What follows belongs to an exercise in optimizing a design on an open flow for small area, a short achievable clock period and few clock cycles per item; a production flow would make more cautious choices.
Where RTL was checked, it was by simulation tests only, not by an equivalence proof against the original.
No activity file was given, so power comes from the tool's default toggle rates.

==> build 77: inputs <==
==> flow/design.v <==
module rs_decoder_16_8 (
   input  logic       clk,
   input  logic       rst,
   input  logic       din_val,
   input  logic       din_sop,
   input  logic       din_eop,
   input  logic [7:0] din,
   output logic       symb_out_val,
   output logic [7:0] symb_out_cnt,
   output logic [7:0] symb_corrected
);
   function automatic logic [7:0] to_tw(input logic [7:0] a);
      logic [7:0] t;
      t[0] = a[0];
      t[1] = a[5] ^ a[7];
      t[2] = a[2] ^ a[5];
      t[3] = a[1] ^ a[4] ^ a[6] ^ a[7];
      t[4] = a[2] ^ a[4] ^ a[5] ^ a[6] ^ a[7];
      t[5] = a[2] ^ a[5] ^ a[6];
      t[6] = a[1] ^ a[3] ^ a[4] ^ a[5];
      t[7] = a[5];
      to_tw = t;
   endfunction
   function automatic logic [7:0] from_tw(input logic [7:0] r);
      logic [7:0] o;
      o[0] = r[0];
      o[1] = r[2] ^ r[3] ^ r[4];
      o[2] = r[2] ^ r[7];
      o[3] = r[1] ^ r[2] ^ r[3] ^ r[5] ^ r[6];
      o[4] = r[1] ^ r[4] ^ r[5] ^ r[7];
      o[5] = r[7];
      o[6] = r[2] ^ r[5];
      o[7] = r[1] ^ r[7];
      from_tw = o;
   endfunction
   function automatic logic [3:0] g16_mul(input logic [3:0] a, input logic [3:0] b);
      logic [6:0] p;
      p = '0;
      for (int i = 0; i < 4; i++) if (b[i]) p = p ^ (7'(a) << i);
      for (int k = 6; k >= 4; k--) if (p[k]) p = p ^ (7'b0000011 << (k - 4)) ^ (7'b1 << k);
      g16_mul = p[3:0];
   endfunction
   function automatic logic [3:0] g16_inv(input logic [3:0] a);
      case (a)
         4'h0: g16_inv = 4'h0;  4'h1: g16_inv = 4'h1;  4'h2: g16_inv = 4'h9;  4'h3: g16_inv = 4'he;
         4'h4: g16_inv = 4'hd;  4'h5: g16_inv = 4'hb;  4'h6: g16_inv = 4'h7;  4'h7: g16_inv = 4'h6;
         4'h8: g16_inv = 4'hf;  4'h9: g16_inv = 4'h2;  4'ha: g16_inv = 4'hc;  4'hb: g16_inv = 4'h5;
         4'hc: g16_inv = 4'ha;  4'hd: g16_inv = 4'h4;  4'he: g16_inv = 4'h3;  4'hf: g16_inv = 4'h8;
         default: g16_inv = 4'h0;
      endcase
   endfunction
   function automatic logic [7:0] gf_mul(input logic [7:0] a, input logic [7:0] b);
      logic [3:0] m1, m0, mm;
      m1 = g16_mul(a[7:4], b[7:4]);
      m0 = g16_mul(a[3:0], b[3:0]);
      mm = g16_mul(a[7:4] ^ a[3:0], b[7:4] ^ b[3:0]);
      gf_mul = {mm ^ m0, g16_mul(m1, 4'h9) ^ m0};
   endfunction
   function automatic logic [7:0] gf_mulc(input logic [7:0] a, input logic [7:0] c);
      gf_mulc = gf_mul(a, to_tw(c));
   endfunction
   function automatic logic [7:0] gf_inv(input logic [7:0] a);
      logic [3:0] ah, al, n, ni;
      ah = a[7:4];
      al = a[3:0];
      n  = g16_mul(g16_mul(ah, ah), 4'h9) ^ g16_mul(ah, al) ^ g16_mul(al, al);
      ni = g16_inv(n);
      gf_inv = {g16_mul(ah, ni), g16_mul(ah ^ al, ni)};
   endfunction
   function automatic logic [7:0] horner_c(input int k);    
      case (k)
         1: horner_c = 8'h80;  2: horner_c = 8'h40;  3: horner_c = 8'h20;  4: horner_c = 8'h10;
         5: horner_c = 8'h08;  6: horner_c = 8'h04;  7: horner_c = 8'h02;  default: horner_c = 8'h01;
      endcase
   endfunction
   function automatic logic [7:0] ainv_c(input int i);      
      case (i)
         1: ainv_c = 8'h8e;  2: ainv_c = 8'h47;  3: ainv_c = 8'had;  4: ainv_c = 8'hd8;  default: ainv_c = 8'h01;
      endcase
   endfunction
   function automatic logic [7:0] apos_c(input int i);      
      apos_c = 8'(1 << i);
   endfunction
   function automatic logic [7:0] ainv2_c(input int i);     
      case (i)
         1: ainv2_c = 8'h47;  2: ainv2_c = 8'hd8;  3: ainv2_c = 8'h36;  4: ainv2_c = 8'h83;  default: ainv2_c = 8'h01;
      endcase
   endfunction
   function automatic logic [7:0] ainv3_c(input int i);     
      case (i)
         1: ainv3_c = 8'had;  2: ainv3_c = 8'h36;  3: ainv3_c = 8'hcf;  4: ainv3_c = 8'h7d;  default: ainv3_c = 8'h01;
      endcase
   endfunction
   function automatic logic [7:0] ainv4_c(input int i);     
      case (i)
         1: ainv4_c = 8'hd8;  2: ainv4_c = 8'h83;  3: ainv4_c = 8'h7d;  4: ainv4_c = 8'h16;  default: ainv4_c = 8'h01;
      endcase
   endfunction
   function automatic logic [7:0] ompre_c(input int i);     
      case (i)
         1: ompre_c = 8'h2c;  2: ompre_c = 8'h24;  3: ompre_c = 8'h59;  default: ompre_c = 8'h01;
      endcase
   endfunction
   logic       v_q, sop_q, eop_q;
   logic [7:0] d_q;
   logic       active;
   logic [5:0] t;
   logic       in_frame;
   logic [3:0] in_cnt;
   logic       acc, frame_done;
   logic [7:0] rx [16];
   logic [7:0] w  [8];           
   always_ff @(posedge clk) begin
      v_q   <= din_val && !rst;
      sop_q <= din_sop;
      eop_q <= din_eop;
      d_q   <= din;
   end
   assign acc        = v_q && !active;
   assign frame_done = acc && !sop_q && in_frame && (in_cnt == 4'd15) && eop_q;
   always_ff @(posedge clk) begin
      if (rst) begin
         in_frame <= 1'b0;
         in_cnt   <= '0;
      end else if (acc) begin
         if (sop_q) begin
            in_cnt   <= 4'd1;
            in_frame <= !eop_q;
         end else if (in_frame) begin
            in_cnt <= in_cnt + 4'd1;
            if ((in_cnt == 4'd15) || eop_q) in_frame <= 1'b0;
         end
      end
   end
   always_ff @(posedge clk) begin
      if (rst) begin
         active <= 1'b0;
         t      <= '0;
      end else if (frame_done) begin
         active <= 1'b1;
         t      <= '0;
      end else if (active) begin
         t <= t + 6'd1;
         if (t == 6'd36) active <= 1'b0;
      end
   end
   wire       bm_ph  = active && (t[5:4] == 2'b00);
   wire       dph    = bm_ph && !t[0];
   wire       uph    = bm_ph && t[0];
   wire [2:0] r      = t[3:1];
   wire       cnt_ph = active && (t[5:2] == 4'b0100);
   wire       s1_ph  = active && (t >= 6'd20) && (t <= 6'd35);
   wire       s2_ph  = active && (t >= 6'd21) && (t <= 6'd36);
   always_ff @(posedge clk) begin
      if (acc || s2_ph) begin
         for (int i = 0; i < 15; i++) rx[i] <= rx[i+1];
         rx[15] <= d_q;
      end
   end
   always_ff @(posedge clk) begin
      if (acc) begin
         for (int k = 0; k < 8; k++) w[k] <= (sop_q ? 8'h00 : gf_mulc(w[k], horner_c(k))) ^ to_tw(d_q);
      end else if (uph || (cnt_ph && (t[1:0] != 2'd3))) begin
         w[0] <= w[7];
         for (int k = 1; k < 8; k++) w[k] <= w[k-1];
         if (t == 6'd15) for (int k = 1; k <= 4; k++) w[k] <= '0;    
      end
   end
   logic [7:0] lam [5];
   logic [7:0] bb  [4];          
   logic [7:0] dlt;              
   logic       grow_q;
   logic [3:0] ll;
   logic [7:0] c [1:4];
   logic [7:0] dinv, num;
   logic       rt_q, ok;
   logic [3:0] ocnt;
   logic [7:0] mx [5];
   logic [7:0] my [5];
   logic [7:0] m  [5];
   logic [7:0] msum, ybus, inv_in, u, lam_nx [5];
   logic [7:0] deno, nume, e0;
   assign inv_in = s1_ph ? deno : dlt;
   assign u      = gf_inv(inv_in);
   assign ybus   = s2_ph ? dinv : (grow_q ? u : dlt);
   always_comb begin
      msum = '0;
      for (int i = 0; i < 5; i++) begin
         if (i == 0)                mx[i] = s2_ph ? num : lam[0];
         else                       mx[i] = (uph && !grow_q) ? bb[i-1] : lam[i];
         my[i] = (uph || s2_ph) ? ybus : w[i];
         m[i]  = gf_mul(mx[i], my[i]);
         msum  = msum ^ m[i];
      end
      if (grow_q) begin
         lam_nx[0] = m[0];
         for (int i = 1; i < 5; i++) lam_nx[i] = m[i] ^ bb[i-1];
      end else begin
         lam_nx[0] = lam[0];
         for (int i = 1; i < 5; i++) lam_nx[i] = lam[i] ^ m[i];
      end
   end
   always_ff @(posedge clk) begin
      if (dph) begin
         dlt    <= msum;
         grow_q <= (msum != 8'h00) && ({ll, 1'b0} <= {2'b00, r});
      end
   end
   always_ff @(posedge clk) begin
      if (frame_done) begin
         lam[0] <= 8'h01;
         for (int i = 1; i < 5; i++) lam[i] <= '0;
      end else if (uph) begin
         for (int i = 0; i < 5; i++) lam[i] <= lam_nx[i];
      end
   end
   always_ff @(posedge clk) begin
      if (frame_done) begin
         bb[0] <= 8'h01;
         for (int i = 1; i < 4; i++) bb[i] <= '0;
         ll <= '0;
      end else if (uph) begin
         if (grow_q) begin
            for (int i = 0; i < 4; i++) bb[i] <= m[i];
            ll <= {1'b0, r} + 4'd1 - ll;
         end else begin
            bb[0] <= '0;
            for (int i = 1; i < 4; i++) bb[i] <= bb[i-1];
         end
      end else if (cnt_ph) begin
         case (t[1:0])
            2'd0: bb[0] <= msum;
            2'd1: bb[1] <= gf_mulc(msum, ompre_c(1));
            2'd2: bb[2] <= gf_mulc(msum, ompre_c(2));
            default: bb[3] <= gf_mulc(msum, ompre_c(3));
         endcase
      end else if (s1_ph) begin
         for (int i = 1; i < 4; i++) bb[i] <= gf_mulc(bb[i], apos_c(i));
      end
   end
   logic [7:0] p1 [1:4];
   logic [7:0] p2 [1:4];
   logic [7:0] p3 [1:4];
   logic [7:0] ev [4];
   logic [4:0] roots;
   logic [2:0] nz;
   always_comb begin
      for (int k = 0; k < 4; k++) ev[k] = lam[0];
      e0 = lam[0];
      for (int i = 1; i <= 4; i++) begin
         p1[i] = gf_mulc(c[i], ainv_c(i));
         p2[i] = gf_mulc(c[i], ainv2_c(i));
         p3[i] = gf_mulc(c[i], ainv3_c(i));
         ev[0] = ev[0] ^ c[i];
         ev[1] = ev[1] ^ p1[i];
         ev[2] = ev[2] ^ p2[i];
         ev[3] = ev[3] ^ p3[i];
      end
      nz = '0;
      for (int k = 0; k < 4; k++) nz = nz + {2'b00, (ev[k] == 8'h00)};
      deno = c[1] ^ c[3];
      nume = bb[0] ^ bb[1] ^ bb[2] ^ bb[3];
   end
   wire [4:0] roots_n = roots + {2'b00, nz};
   always_ff @(posedge clk) begin
      if (uph && (t[3:1] == 3'd7)) begin
         for (int i = 1; i <= 4; i++) c[i] <= lam_nx[i];
      end else if (cnt_ph) begin
         for (int i = 1; i <= 4; i++) c[i] <= (t[1:0] == 2'd3) ? p3[i] : gf_mulc(c[i], ainv4_c(i));
      end else if (s1_ph) begin
         for (int i = 1; i <= 4; i++) c[i] <= gf_mulc(c[i], apos_c(i));
      end
   end
   always_ff @(posedge clk) begin
      if (bm_ph) roots <= '0;
      else if (cnt_ph) roots <= roots_n;
      if (cnt_ph && (t[1:0] == 2'd3)) ok <= (ll <= 4'd4) && (roots_n == {1'b0, ll});
   end
   always_ff @(posedge clk) begin
      if (s1_ph) begin
         dinv <= u;
         num  <= nume;
         rt_q <= ok && (ev[0] == 8'h00);
      end
   end
   always_ff @(posedge clk) begin
      if (rst || !s2_ph) begin
         symb_out_val   <= 1'b0;
         symb_out_cnt   <= '0;
         symb_corrected <= '0;
         ocnt           <= '0;
      end else begin
         symb_out_val   <= 1'b1;
         symb_out_cnt   <= {4'b0000, ocnt};
         symb_corrected <= rx[0] ^ (rt_q ? from_tw(m[0]) : 8'h00);
         ocnt           <= ocnt + 4'd1;
      end
   end
endmodule
==> flow/run.sh <==
#!/bin/bash
# synth_recipe.tcl (not shown) runs the flow's synth.tcl, then flattens the netlist and writes it again
# the make line also repeats each setting of config.mk as NAME=value (left out here)
make -C /OpenROAD-flow-scripts/flow DESIGN_CONFIG=/design/flow/config.mk WORK_HOME=/design/flow/orfs CLKGATE_MAP_FILE= SYNTH_SCRIPT=/design/flow/synth_recipe.tcl finish
==> flow/config.mk <==
export PLATFORM = sky130hd
export DESIGN_NAME = rs_decoder_16_8
export DESIGN_NICKNAME = rs_decoder_16_8
export VERILOG_FILES = /design/flow/design.v
export SDC_FILE = /design/flow/constraint.sdc
export NUM_CORES = 4
export LEC_CHECK = 0
export CAP_MARGIN = 20
export CORE_MARGIN = 2
export CORE_UTILIZATION = 30
export SLEW_MARGIN = 20
==> flow/constraint.sdc <==
create_clock -name core_clock -period 25.0 [get_ports {clk}]
set_input_delay 5.0000 -clock core_clock [delete_from_list [all_inputs] [get_ports {clk}]]
set_output_delay 5.0000 -clock core_clock [all_outputs]
set_load 0.01 [all_outputs]
==> build 12: changes against build 77 <==
--- a/flow/design.v
+++ b/flow/design.v
@@ -111,4 +111,5 @@
    logic [7:0] rx [16];
    logic [7:0] w  [8];           
+   logic [7:0] w_in [8];
    always_ff @(posedge clk) begin
       v_q   <= din_val && !rst;
@@ -133,23 +134,63 @@
       end
    end
+   logic       bd, bu, bn;       
+   logic       cnt_ph, s1_ph, s2_ph, cnt_last;
+   logic [1:0] ci;               
+   logic [2:0] r;                
+   logic       grow_q;
    always_ff @(posedge clk) begin
       if (rst) begin
          active <= 1'b0;
          t      <= '0;
+         cnt_ph <= 1'b0;
+         s1_ph  <= 1'b0;
+         s2_ph  <= 1'b0;
       end else if (frame_done) begin
          active <= 1'b1;
          t      <= '0;
+         cnt_ph <= 1'b0;
+         s1_ph  <= 1'b0;
+         s2_ph  <= 1'b0;
       end else if (active) begin
-         t <= t + 6'd1;
-         if (t == 6'd36) active <= 1'b0;
+         t      <= t + 6'd1;
+         if (t == 6'd37) active <= 1'b0;
+         cnt_ph <= (t >= 6'd17) && (t <= 6'd20);
+         s1_ph  <= (t >= 6'd20) && (t <= 6'd35);
+         s2_ph  <= (t >= 6'd21) && (t <= 6'd36);
+      end
+   end
+   always_ff @(posedge clk) begin
+      cnt_last <= active && (t == 6'd20);
+      if (frame_done) ci <= '0;
+      else if (cnt_ph) ci <= ci + 2'd1;
+   end
+   always_ff @(posedge clk) begin
+      if (rst) begin
+         bd <= 1'b0;
+         bu <= 1'b0;
+         bn <= 1'b0;
+      end else if (frame_done) begin
+         bd <= 1'b0;
+         bu <= 1'b1;              
+         bn <= 1'b0;
+         r  <= '0;
+      end else if (active && (t == 6'd17)) begin
+         bd <= 1'b0;
+         bu <= 1'b0;
+         bn <= 1'b0;
+      end else if (bd) begin
+         bd <= 1'b0;
+         bu <= 1'b1;
+      end else if (bu) begin
+         bu <= 1'b0;
+         bn <= grow_q && (r != 3'd0) && (r != 3'd7);
+         bd <= !(grow_q && (r != 3'd0)) && (r != 3'd7);
+         if (!(grow_q && (r != 3'd0))) r <= r + 3'd1;
+      end else if (bn) begin
+         bn <= 1'b0;
+         bd <= 1'b1;
+         r  <= r + 3'd1;
       end
    end
-   wire       bm_ph  = active && (t[5:4] == 2'b00);
-   wire       dph    = bm_ph && !t[0];
-   wire       uph    = bm_ph && t[0];
-   wire [2:0] r      = t[3:1];
-   wire       cnt_ph = active && (t[5:2] == 4'b0100);
-   wire       s1_ph  = active && (t >= 6'd20) && (t <= 6'd35);
-   wire       s2_ph  = active && (t >= 6'd21) && (t <= 6'd36);
    always_ff @(posedge clk) begin
       if (acc || s2_ph) begin
@@ -158,59 +199,62 @@
       end
    end
+   always_comb begin
+      for (int k = 0; k < 8; k++) w_in[k] = (sop_q ? 8'h00 : gf_mulc(w[k], horner_c(k))) ^ to_tw(d_q);
+   end
+   wire d_last = bd && (r == 3'd7);
    always_ff @(posedge clk) begin
       if (acc) begin
-         for (int k = 0; k < 8; k++) w[k] <= (sop_q ? 8'h00 : gf_mulc(w[k], horner_c(k))) ^ to_tw(d_q);
-      end else if (uph || (cnt_ph && (t[1:0] != 2'd3))) begin
+         for (int k = 0; k < 8; k++) w[k] <= w_in[k];
+      end else if (bu || d_last || (cnt_ph && (ci <= 2'd1))) begin
          w[0] <= w[7];
          for (int k = 1; k < 8; k++) w[k] <= w[k-1];
-         if (t == 6'd15) for (int k = 1; k <= 4; k++) w[k] <= '0;    
+         if (d_last) for (int k = 1; k <= 4; k++) w[k] <= '0;
       end
    end
-   logic [7:0] lam [5];
+   logic [7:0] lam [1:4];        
    logic [7:0] bb  [4];          
    logic [7:0] dlt;              
-   logic       grow_q;
+   logic [7:0] uinv;             
    logic [3:0] ll;
    logic [7:0] c [1:4];
-   logic [7:0] dinv, num;
+   logic [7:0] num;
    logic       rt_q, ok;
    logic [3:0] ocnt;
-   logic [7:0] mx [5];
-   logic [7:0] my [5];
-   logic [7:0] m  [5];
-   logic [7:0] msum, ybus, inv_in, u, lam_nx [5];
-   logic [7:0] deno, nume, e0;
+   logic [7:0] mx [1:4];
+   logic [7:0] my [1:4];
+   logic [7:0] m  [1:4];
+   logic [7:0] msum, ybus, inv_in, u, lam_nx [1:4];
+   logic [7:0] deno, nume;
+   logic       bsel;
+   assign bsel   = bu || bn;
    assign inv_in = s1_ph ? deno : dlt;
    assign u      = gf_inv(inv_in);
-   assign ybus   = s2_ph ? dinv : (grow_q ? u : dlt);
+   assign ybus   = (s2_ph || bn) ? uinv : dlt;
    always_comb begin
-      msum = '0;
-      for (int i = 0; i < 5; i++) begin
-         if (i == 0)                mx[i] = s2_ph ? num : lam[0];
-         else                       mx[i] = (uph && !grow_q) ? bb[i-1] : lam[i];
-         my[i] = (uph || s2_ph) ? ybus : w[i];
+      msum = w[0];
+      for (int i = 1; i <= 4; i++) begin
+         if (i == 1) mx[i] = s2_ph ? num : (bsel ? bb[0] : lam[1]);
+         else        mx[i] = bsel ? bb[i-1] : lam[i];
+         my[i] = (bsel || s2_ph) ? ybus : w[i];
          m[i]  = gf_mul(mx[i], my[i]);
          msum  = msum ^ m[i];
-      end
-      if (grow_q) begin
-         lam_nx[0] = m[0];
-         for (int i = 1; i < 5; i++) lam_nx[i] = m[i] ^ bb[i-1];
-      end else begin
-         lam_nx[0] = lam[0];
-         for (int i = 1; i < 5; i++) lam_nx[i] = lam[i] ^ m[i];
+         lam_nx[i] = lam[i] ^ m[i];
       end
    end
    always_ff @(posedge clk) begin
-      if (dph) begin
+      if (frame_done) begin
+         dlt    <= w_in[0];
+         grow_q <= (w_in[0] != 8'h00);
+      end else if (bd) begin
          dlt    <= msum;
          grow_q <= (msum != 8'h00) && ({ll, 1'b0} <= {2'b00, r});
       end
+      if ((bu && grow_q) || s1_ph) uinv <= u;
    end
    always_ff @(posedge clk) begin
       if (frame_done) begin
-         lam[0] <= 8'h01;
-         for (int i = 1; i < 5; i++) lam[i] <= '0;
-      end else if (uph) begin
-         for (int i = 0; i < 5; i++) lam[i] <= lam_nx[i];
+         for (int i = 1; i <= 4; i++) lam[i] <= '0;
+      end else if (bu) begin
+         for (int i = 1; i <= 4; i++) lam[i] <= lam_nx[i];
       end
    end
@@ -220,7 +264,8 @@
          for (int i = 1; i < 4; i++) bb[i] <= '0;
          ll <= '0;
-      end else if (uph) begin
+      end else if (bu) begin
          if (grow_q) begin
-            for (int i = 0; i < 4; i++) bb[i] <= m[i];
+            bb[0] <= u;
+            for (int i = 1; i < 4; i++) bb[i] <= lam[i];
             ll <= {1'b0, r} + 4'd1 - ll;
          end else begin
@@ -228,11 +273,8 @@
             for (int i = 1; i < 4; i++) bb[i] <= bb[i-1];
          end
-      end else if (cnt_ph) begin
-         case (t[1:0])
-            2'd0: bb[0] <= msum;
-            2'd1: bb[1] <= gf_mulc(msum, ompre_c(1));
-            2'd2: bb[2] <= gf_mulc(msum, ompre_c(2));
-            default: bb[3] <= gf_mulc(msum, ompre_c(3));
-         endcase
+      end else if (bn) begin
+         for (int i = 1; i < 4; i++) bb[i] <= m[i+1];
+      end else if (cnt_ph && !cnt_last) begin
+         bb[ci + 2'd1] <= msum;   
       end else if (s1_ph) begin
          for (int i = 1; i < 4; i++) bb[i] <= gf_mulc(bb[i], apos_c(i));
@@ -243,9 +285,9 @@
    logic [7:0] p3 [1:4];
    logic [7:0] ev [4];
+   logic [7:0] cd [1:4];         
    logic [4:0] roots;
    logic [2:0] nz;
    always_comb begin
-      for (int k = 0; k < 4; k++) ev[k] = lam[0];
-      e0 = lam[0];
+      for (int k = 0; k < 4; k++) ev[k] = 8'h01;
       for (int i = 1; i <= 4; i++) begin
          p1[i] = gf_mulc(c[i], ainv_c(i));
@@ -256,16 +298,20 @@
          ev[2] = ev[2] ^ p2[i];
          ev[3] = ev[3] ^ p3[i];
+         cd[i] = cnt_last ? p3[i] : c[i];
       end
       nz = '0;
       for (int k = 0; k < 4; k++) nz = nz + {2'b00, (ev[k] == 8'h00)};
-      deno = c[1] ^ c[3];
-      nume = bb[0] ^ bb[1] ^ bb[2] ^ bb[3];
+      deno = cd[1] ^ cd[3];
+      nume = w[3] ^ gf_mulc(bb[1], ompre_c(1)) ^ gf_mulc(bb[2], ompre_c(2)) ^ gf_mulc(bb[3], ompre_c(3));
    end
    wire [4:0] roots_n = roots + {2'b00, nz};
+   wire       ok_n    = (ll <= 4'd4) && (roots_n == {1'b0, ll});
+   wire       ok_now  = cnt_last ? ok_n : ok;
+   wire       root_s1 = cnt_last ? (ev[3] == 8'h00) : (ev[0] == 8'h00);
    always_ff @(posedge clk) begin
-      if (uph && (t[3:1] == 3'd7)) begin
+      if (bu && (r == 3'd7)) begin
          for (int i = 1; i <= 4; i++) c[i] <= lam_nx[i];
       end else if (cnt_ph) begin
-         for (int i = 1; i <= 4; i++) c[i] <= (t[1:0] == 2'd3) ? p3[i] : gf_mulc(c[i], ainv4_c(i));
+         for (int i = 1; i <= 4; i++) c[i] <= cnt_last ? p2[i] : gf_mulc(c[i], ainv4_c(i));
       end else if (s1_ph) begin
          for (int i = 1; i <= 4; i++) c[i] <= gf_mulc(c[i], apos_c(i));
@@ -273,13 +319,12 @@
    end
    always_ff @(posedge clk) begin
-      if (bm_ph) roots <= '0;
+      if (frame_done) roots <= '0;
       else if (cnt_ph) roots <= roots_n;
-      if (cnt_ph && (t[1:0] == 2'd3)) ok <= (ll <= 4'd4) && (roots_n == {1'b0, ll});
+      if (cnt_last) ok <= ok_n;
    end
    always_ff @(posedge clk) begin
       if (s1_ph) begin
-         dinv <= u;
          num  <= nume;
-         rt_q <= ok && (ev[0] == 8'h00);
+         rt_q <= ok_now && root_s1;
       end
    end
@@ -293,5 +338,5 @@
          symb_out_val   <= 1'b1;
          symb_out_cnt   <= {4'b0000, ocnt};
-         symb_corrected <= rx[0] ^ (rt_q ? from_tw(m[0]) : 8'h00);
+         symb_corrected <= rx[0] ^ (rt_q ? from_tw(m[1]) : 8'h00);
          ocnt           <= ocnt + 4'd1;
       end
==> notes.md <==
Build 12 went through all stages and came out clean. Build 77 completed with no timing, DRC or antenna violations. Between build 77 and build 12, the lower final area is in build 12 (gap 10%, measured against build 12). Critical path depth: build 77 is higher than build 12 (25). In combinational power, build 77 is at 9.3 times the value of build 12. Synthesized cell count: build 12 is lower than build 77 (14%). In build 77 the maximum frequency is smaller than in build 12, by about 34%. Of build 12 and build 77, build 12 has the higher worst setup slack (gap 3.4 ns). In clock skew, build 77 and build 12 hardly differ.
==> figures <==
item                                                                      build 12                  build 77
Outcome                                                             finished clean            finished clean
Via count of the first global-routing pass                                   18527                     22230
Met2 track utilization from global routing                                   24.6%                     27.1%
Compound-gate portion of the synthesized area                                9.56%                     14.3%
Non-clock buffer contribution to total cell area                             1.86%                     2.07%
Inverters                                                                       36                        40
Initial antenna violation count                                                  0                         2
FF-to-FF path depth                                                             19                        26
All-layer global routing usage                                               15.6%                     17.8%
Fin Clk Skew                                                             0.0169 ns                 0.0172 ns
Final design utilization                                                     33.4%                     33.2%
Detail Route met2 WL                                                      33300 µm                  41100 µm
Endpoint, Worst Hold                                            rx[6][7]$_DFFE_PP_       rx[14][0]$_DFFE_PP_
Power attributed to the clock group                                       0.676 mW                  0.666 mW
Slowest stage cell, crit path                     sky130_fd_sc_hd__clkdlybuf4s50_1  sky130_fd_sc_hd__xnor3_1
Testbench counts of build 12, summed over its fixed seeds: cycles 17,608, frames 320.
Function not checked in build 77: the RTL went through the layout flow alone.

-- re-timing with driven ports --
How much do the figures lean on ideal ports? The routed layouts below were timed once more, with nothing changed but the port constraints.
Step 1 (the two cells are an assumption about what drives the block):
set clk [get_ports {clk}]
set_driving_cell -lib_cell sky130_fd_sc_hd__clkbuf_16 $clk
set_driving_cell -lib_cell sky130_fd_sc_hd__buf_2 [delete_from_list [all_inputs] $clk]
Step 2, shift: input delay + t, output delay - t, t = (earliest + latest rising clock arrival at the registers) / 2. This alone moves slack from input paths to output paths.
Three values: ideal, step 1, step 2; two values: the first two.
run | t, ns | setup WS [ns] | worst setup path after step 2 | latest minus earliest clock arrival (ns) | slew at the worst register clock pin (ns)
build 77 | 0.653 | 15.215 / 15.215 / 15.215 | register to register | 0.017 / 0.017 | 0.07 / 0.07
build 12 | 0.642 | 18.571 / 18.509 / 18.275 | input to register | 0.020 / 0.020 | 0.07 / 0.07
After both steps every run listed still meets setup and hold. The setup slack of build 12, which loses most, moves by -0.062 ns with the drivers and by -0.296 ns with both steps.
